Source: an optimization exercise on an open RTL-to-GDS flow (aim: small area and a short achievable clock period). Production flows keep margins and buffers that such runs may drop.
In this exercise RTL edits were held to simulation tests only and were not proved equivalent to the original.
No activity file was given, so power comes from the tool's default toggle rates.

==> flow/design.v <==
package stitch_pkg;
    localparam int PIX_W = 24;   
    localparam int CAM_W = 16;   
    localparam int CH_W  = 8;    
    typedef enum logic [1:0]
    {
        PH_SYNC   = 2'd0,   
        PH_BACK   = 2'd1,   
        PH_ACTIVE = 2'd2,   
        PH_FRONT  = 2'd3    
    } raster_phase_t;
    typedef enum logic [1:0]
    {
        Q_CAM_L  = 2'd0,   
        Q_CAM_R  = 2'd1,   
        Q_HDMI_L = 2'd2,   
        Q_HDMI_R = 2'd3    
    } quad_t;
endpackage
module cam_capture
(
    input  logic        hdmi_tx_pix_clk,
    input  logic        reset,
    input  logic        cam_href,
    input  logic [7:0]  cam_data,
    output logic        cam_we,
    output logic [15:0] cam_word,
    output logic [15:0] cam_word_n   
);
    logic       lo_phase;
    logic [7:0] b1;   
    logic [7:0] b2;   
    logic [7:0] b1n;
    logic [7:0] b2n;
    always_ff @(posedge hdmi_tx_pix_clk)
    begin
        if (reset)
        begin
            lo_phase <= 1'b0;
            cam_we   <= 1'b0;
        end
        else
        begin
            cam_we   <= cam_href && lo_phase;
            lo_phase <= cam_href ? ~lo_phase : 1'b0;
        end
    end
    always_ff @(posedge hdmi_tx_pix_clk)
    begin
        b1  <= cam_data;
        b2  <= b1;
        b1n <= ~cam_data;
        b2n <= b1n;
    end
    assign cam_word   = {b2, b1};
    assign cam_word_n = {b2n, b1n};
endmodule
module tile_buffer
#(
    parameter int W   = 24,
    parameter int OFS = 0
)(
    input  logic            hdmi_tx_pix_clk,
    input  logic            reset,
    input  logic            frame_sync,
    input  logic            we,
    input  logic [W-1:0]    wr_pix,
    input  logic [W-1:0]    wr_pix_n,   
    input  logic [2:0]      ph,
    output logic [16*W-1:0] taps   
);
    logic [W-1:0] ring [4][8];
    logic         sync_d;
    logic         sync_rise;
    logic [5:0]   wr_cnt;    
    logic         wr_en;
    logic [5:0]   cnt_nx;
    logic [7:0]   word_nx;
    logic [3:0]   row_nx;
    logic [7:0]   word_q;
    logic [7:0]   word_qn;
    logic [3:0]   row_q;
    logic [3:0]   row_qn;
    logic [W-1:0] ld [4][8];
    logic [W-1:0] ldn [4][8];
    assign sync_rise = frame_sync && !sync_d;
    assign wr_en     = we && !wr_cnt[5] && !sync_rise;
    always_comb
    begin
        if (reset)
        begin
            cnt_nx  = '0;
            word_nx = 8'(1) << 3'(OFS - 1);
        end
        else if (sync_rise)
        begin
            cnt_nx  = '0;
            word_nx = 8'(1) << (3'(OFS - 2) - ph);
        end
        else if (wr_en)
        begin
            cnt_nx  = wr_cnt + 1'b1;
            word_nx = (wr_cnt[2:0] == 3'd7) ? {word_q[0], word_q[7:1]} : word_q;
        end
        else
        begin
            cnt_nx  = wr_cnt;
            word_nx = {word_q[0], word_q[7:1]};
        end
        for (int r = 0; r < 4; r++)
            row_nx[r] = !cnt_nx[5] && (cnt_nx[4:3] == 2'(r));
    end
    always_ff @(posedge hdmi_tx_pix_clk)
    begin
        sync_d  <= !reset && frame_sync;
        wr_cnt  <= cnt_nx;
        word_q  <= word_nx;
        word_qn <= ~word_nx;
        row_q   <= row_nx;
        row_qn  <= ~row_nx;
    end
    always_comb
    begin
        for (int r = 0; r < 4; r++)
            for (int i = 0; i < 8; i++)
            begin
                ld[r][i]  = {W{we && !sync_rise && row_q[r] && word_q[i]}};
                ldn[r][i] = {W{!we || sync_rise || row_qn[r] || word_qn[i]}};
            end
    end
    always_ff @(posedge hdmi_tx_pix_clk)
    begin
        for (int r = 0; r < 4; r++)
            for (int i = 0; i < 8; i++)
                ring[r][i] <= ~((ring[r][(i + 1) % 8] | ld[r][i]) &
                                (((i % 2 == 1) ? wr_pix : wr_pix_n) | ldn[r][i]));
    end
    always_comb
    begin
        for (int r = 0; r < 4; r++)
            for (int t = 0; t < 4; t++)
                taps[(4 * r + t) * W +: W] = ring[r][2 * t];
    end
endmodule
module video_timing
(
    input  logic       hdmi_tx_pix_clk,
    input  logic       reset,
    output logic       hs,
    output logic       vs,
    output logic       de,
    output logic [2:0] ph,
    output logic [31:0] sel
);
    logic [4:0] hc;
    logic [4:0] vc;
    logic [1:0] tap;
    logic [4:0] hc_nx;
    logic [4:0] vc_nx;
    logic [1:0] tap_nx;
    logic       de_nx;
    always_comb
    begin
        hc_nx  = hc + 1'b1;
        vc_nx  = vc;
        tap_nx = tap;
        if (reset)
        begin
            hc_nx  = 5'd3;
            vc_nx  = 5'd3;
            tap_nx = 2'd0;
        end
        else if (hc == 5'd25)
        begin
            hc_nx = 5'd3;
            if (vc == 5'd16)
            begin
                vc_nx  = 5'd3;
                tap_nx = tap - 1'b1;
            end
            else
                vc_nx = vc + 1'b1;
        end
    end
    assign de_nx = (hc_nx >= 5'd8) && (hc_nx < 5'd24) && (vc_nx[4:3] == 2'b01);
    always_ff @(posedge hdmi_tx_pix_clk)
    begin
        hc  <= hc_nx;
        vc  <= vc_nx;
        tap <= tap_nx;
        ph  <= reset ? 3'd0 : ph + 1'b1;
        for (int k = 0; k < 32; k++)
            sel[k] <= de_nx && ({vc_nx[2], vc_nx[1:0], tap_nx} == 5'(k));
    end
    assign hs = (hc < 5'd5);
    assign vs = (vc == 5'd3);
    assign de = (hc >= 5'd8) && (hc < 5'd24) && (vc[4:3] == 2'b01);
endmodule
module quad_reader
(
    input  logic         hdmi_tx_pix_clk,
    input  logic         reset,
    input  logic         hs,
    input  logic         vs,
    input  logic         de,
    input  logic [31:0]  sel,         
    input  logic [255:0] cam_taps,    
    input  logic [383:0] hdmi_taps,   
    output logic         hdmi_tx_hs,
    output logic         hdmi_tx_vs,
    output logic         hdmi_tx_de,
    output logic [23:0]  hdmi_tx_data
);
    logic        hs_d1;
    logic        vs_d1;
    logic        de_d1;
    logic [23:0] pix_d1;
    logic [15:0] w;
    logic [23:0] hdmi_pix;
    always_comb
    begin
        w        = '0;
        hdmi_pix = '0;
        for (int r = 0; r < 4; r++)
            for (int t = 0; t < 4; t++)
            begin
                w        = w | ({16{sel[4 * r + t]}} & cam_taps[(4 * r + t) * 16 +: 16]);
                hdmi_pix = hdmi_pix | ({24{sel[16 + 4 * r + t]}} & hdmi_taps[(4 * r + t) * 24 +: 24]);
            end
    end
    always_ff @(posedge hdmi_tx_pix_clk)
    begin
        if (reset)
        begin
            hs_d1        <= 1'b0;
            vs_d1        <= 1'b0;
            de_d1        <= 1'b0;
            pix_d1       <= '0;
            hdmi_tx_hs   <= 1'b0;
            hdmi_tx_vs   <= 1'b0;
            hdmi_tx_de   <= 1'b0;
            hdmi_tx_data <= '0;
        end
        else
        begin
            hs_d1        <= hs;
            vs_d1        <= vs;
            de_d1        <= de;
            pix_d1       <= {w[15:11], w[15:13], w[10:5], w[10:9], w[4:0], w[4:2]} | hdmi_pix;
            hdmi_tx_hs   <= hs_d1;
            hdmi_tx_vs   <= vs_d1;
            hdmi_tx_de   <= de_d1;
            hdmi_tx_data <= pix_d1;
        end
    end
endmodule
module stitch_top
#(
    parameter int TILE_H  = 8,
    parameter int TILE_V  = 4,
    parameter int H_SYNC  = 2,
    parameter int H_BACK  = 3,
    parameter int H_FRONT = 2,
    parameter int V_SYNC  = 1,
    parameter int V_BACK  = 4,
    parameter int V_FRONT = 1
)(
    input  logic               hdmi_tx_pix_clk,
    input  logic               reset,
    input  logic               cam_vsync,
    input  logic               cam_href,
    input  logic [stitch_pkg::CAM_W/2-1:0] cam_data,
    input  logic               hdmi_rx_vs,
    input  logic               hdmi_rx_de,
    input  logic [stitch_pkg::PIX_W-1:0]   hdmi_rx_data,
    output logic               hdmi_tx_vs,
    output logic               hdmi_tx_hs,
    output logic               hdmi_tx_de,
    output logic [stitch_pkg::PIX_W-1:0]   hdmi_tx_data
);
    logic        cam_we;
    logic [15:0] cam_word;
    logic [15:0] cam_word_n;
    logic [255:0] cam_taps;
    logic [383:0] hdmi_taps;
    logic [2:0]  ph;
    logic [31:0] sel;
    logic        hs;
    logic        vs;
    logic        de;
    cam_capture i_cam_capture (
        .hdmi_tx_pix_clk (hdmi_tx_pix_clk),
        .reset           (reset),
        .cam_href        (cam_href),
        .cam_data        (cam_data),
        .cam_we          (cam_we),
        .cam_word        (cam_word),
        .cam_word_n      (cam_word_n)
    );
    tile_buffer #(.W(16), .OFS(0)) i_cam_buf (
        .hdmi_tx_pix_clk (hdmi_tx_pix_clk),
        .reset           (reset),
        .frame_sync      (cam_vsync),
        .we              (cam_we),
        .wr_pix          (cam_word),
        .wr_pix_n        (cam_word_n),
        .ph              (ph),
        .taps            (cam_taps)
    );
    tile_buffer #(.W(24), .OFS(4)) i_hdmi_buf (
        .hdmi_tx_pix_clk (hdmi_tx_pix_clk),
        .reset           (reset),
        .frame_sync      (hdmi_rx_vs),
        .we              (hdmi_rx_de),
        .wr_pix          (hdmi_rx_data),
        .wr_pix_n        (~hdmi_rx_data),
        .ph              (ph),
        .taps            (hdmi_taps)
    );
    video_timing i_video_timing (
        .hdmi_tx_pix_clk (hdmi_tx_pix_clk),
        .reset           (reset),
        .hs              (hs),
        .vs              (vs),
        .de              (de),
        .ph              (ph),
        .sel             (sel)
    );
    quad_reader i_quad_reader (
        .hdmi_tx_pix_clk (hdmi_tx_pix_clk),
        .reset           (reset),
        .hs              (hs),
        .vs              (vs),
        .de              (de),
        .sel             (sel),
        .cam_taps        (cam_taps),
        .hdmi_taps       (hdmi_taps),
        .hdmi_tx_hs      (hdmi_tx_hs),
        .hdmi_tx_vs      (hdmi_tx_vs),
        .hdmi_tx_de      (hdmi_tx_de),
        .hdmi_tx_data    (hdmi_tx_data)
    );
endmodule
Settings: LEC_CHECK=0, CAP_MARGIN=20, CORE_MARGIN=2, CORE_UTILIZATION=40, CTS_CLUSTER_DIAMETER=100, CTS_CLUSTER_SIZE=30, SETUP_SLACK_MARGIN=2.0, SLEW_MARGIN=20; clock period 4.0 ns.
run.sh (not shown) runs the stock make flow with config.mk's settings and CLKGATE_MAP_FILE= SYNTH_SCRIPT=/design/flow/synth_recipe.tcl, a recipe that flattens the netlist after the stock synthesis.
Change:
--- a/flow/design.v
+++ b/flow/design.v
@@ -21,20 +21,17 @@
 (
     input  logic        hdmi_tx_pix_clk,
     input  logic        reset,
     input  logic        cam_href,
     input  logic [7:0]  cam_data,
     output logic        cam_we,
-    output logic [15:0] cam_word,
-    output logic [15:0] cam_word_n   
+    output logic [15:0] cam_word
 );
     logic       lo_phase;
     logic [7:0] b1;   
     logic [7:0] b2;   
-    logic [7:0] b1n;
-    logic [7:0] b2n;
     always_ff @(posedge hdmi_tx_pix_clk)
     begin
         if (reset)
         begin
             lo_phase <= 1'b0;
             cam_we   <= 1'b0;
@@ -44,31 +41,27 @@
             cam_we   <= cam_href && lo_phase;
             lo_phase <= cam_href ? ~lo_phase : 1'b0;
         end
     end
     always_ff @(posedge hdmi_tx_pix_clk)
     begin
-        b1  <= cam_data;
-        b2  <= b1;
-        b1n <= ~cam_data;
-        b2n <= b1n;
+        b1 <= cam_data;
+        b2 <= b1;
     end
-    assign cam_word   = {b2, b1};
-    assign cam_word_n = {b2n, b1n};
+    assign cam_word = {b2, b1};
 endmodule
 module tile_buffer
 #(
     parameter int W   = 24,
     parameter int OFS = 0
 )(
     input  logic            hdmi_tx_pix_clk,
     input  logic            reset,
     input  logic            frame_sync,
     input  logic            we,
     input  logic [W-1:0]    wr_pix,
-    input  logic [W-1:0]    wr_pix_n,   
     input  logic [2:0]      ph,
     output logic [16*W-1:0] taps   
 );
     logic [W-1:0] ring [4][8];
     logic         sync_d;
     logic         sync_rise;
@@ -130,13 +123,13 @@
     end
     always_ff @(posedge hdmi_tx_pix_clk)
     begin
         for (int r = 0; r < 4; r++)
             for (int i = 0; i < 8; i++)
                 ring[r][i] <= ~((ring[r][(i + 1) % 8] | ld[r][i]) &
-                                (((i % 2 == 1) ? wr_pix : wr_pix_n) | ldn[r][i]));
+                                (((i % 2 == 1) ? wr_pix : ~wr_pix) | ldn[r][i]));
     end
     always_comb
     begin
         for (int r = 0; r < 4; r++)
             for (int t = 0; t < 4; t++)
                 taps[(4 * r + t) * W +: W] = ring[r][2 * t];
@@ -277,13 +270,12 @@
     output logic               hdmi_tx_hs,
     output logic               hdmi_tx_de,
     output logic [stitch_pkg::PIX_W-1:0]   hdmi_tx_data
 );
     logic        cam_we;
     logic [15:0] cam_word;
-    logic [15:0] cam_word_n;
     logic [255:0] cam_taps;
     logic [383:0] hdmi_taps;
     logic [2:0]  ph;
     logic [31:0] sel;
     logic        hs;
     logic        vs;
@@ -291,32 +283,29 @@
     cam_capture i_cam_capture (
         .hdmi_tx_pix_clk (hdmi_tx_pix_clk),
         .reset           (reset),
         .cam_href        (cam_href),
         .cam_data        (cam_data),
         .cam_we          (cam_we),
-        .cam_word        (cam_word),
-        .cam_word_n      (cam_word_n)
+        .cam_word        (cam_word)
     );
     tile_buffer #(.W(16), .OFS(0)) i_cam_buf (
         .hdmi_tx_pix_clk (hdmi_tx_pix_clk),
         .reset           (reset),
         .frame_sync      (cam_vsync),
         .we              (cam_we),
         .wr_pix          (cam_word),
-        .wr_pix_n        (cam_word_n),
         .ph              (ph),
         .taps            (cam_taps)
     );
     tile_buffer #(.W(24), .OFS(4)) i_hdmi_buf (
         .hdmi_tx_pix_clk (hdmi_tx_pix_clk),
         .reset           (reset),
         .frame_sync      (hdmi_rx_vs),
         .we              (hdmi_rx_de),
         .wr_pix          (hdmi_rx_data),
-        .wr_pix_n        (~hdmi_rx_data),
         .ph              (ph),
         .taps            (hdmi_taps)
     );
     video_timing i_video_timing (
         .hdmi_tx_pix_clk (hdmi_tx_pix_clk),
         .reset           (reset),
Result: Routed wire length is higher by 0.56%. Power stays flat. First-iteration DRC count fell by 7.3%. Worst setup slack gains 0.10 ns. Via count is lower by 4.4%. Die area went up by 0.74%. Combinational power grows by about 10%. Final cell count fell by 7.3%. Area after synthesis rose by 0.74%.

re-timing with driven ports:
Ports are ideal in the flow. The routed layouts listed here were re-timed in OpenROAD. Step 1, drivers: a clkbuf_16 drives hdmi_tx_pix_clk and a buf_2 each remaining input, both assumed. Step 2 moves the port delays by t, midway between the first and last clock arrival at a register: inputs arrive t later, outputs are due t later. That takes back most of the time a late clock gives input paths. Slacks: no drivers / after step 1 / after step 2; pairs: no drivers / after step 1.
run	shift t [ns]	setup WS [ns]	worst hold slack (ns)	worst setup path after step 2	worst register clock-pin slew, ns
the first run	0.782	1.848 / 1.848 / 1.293	0.401 / 0.401 / 0.401	input to register	0.12 / 0.12
the second run	0.806	1.949 / 1.917 / 1.215	0.375 / 0.375 / 0.375	input to register	0.12 / 0.12
After both steps every run listed still meets setup and hold. The setup slack of the second run, which loses most, moves by -0.032 ns with the drivers and by -0.734 ns with both steps.
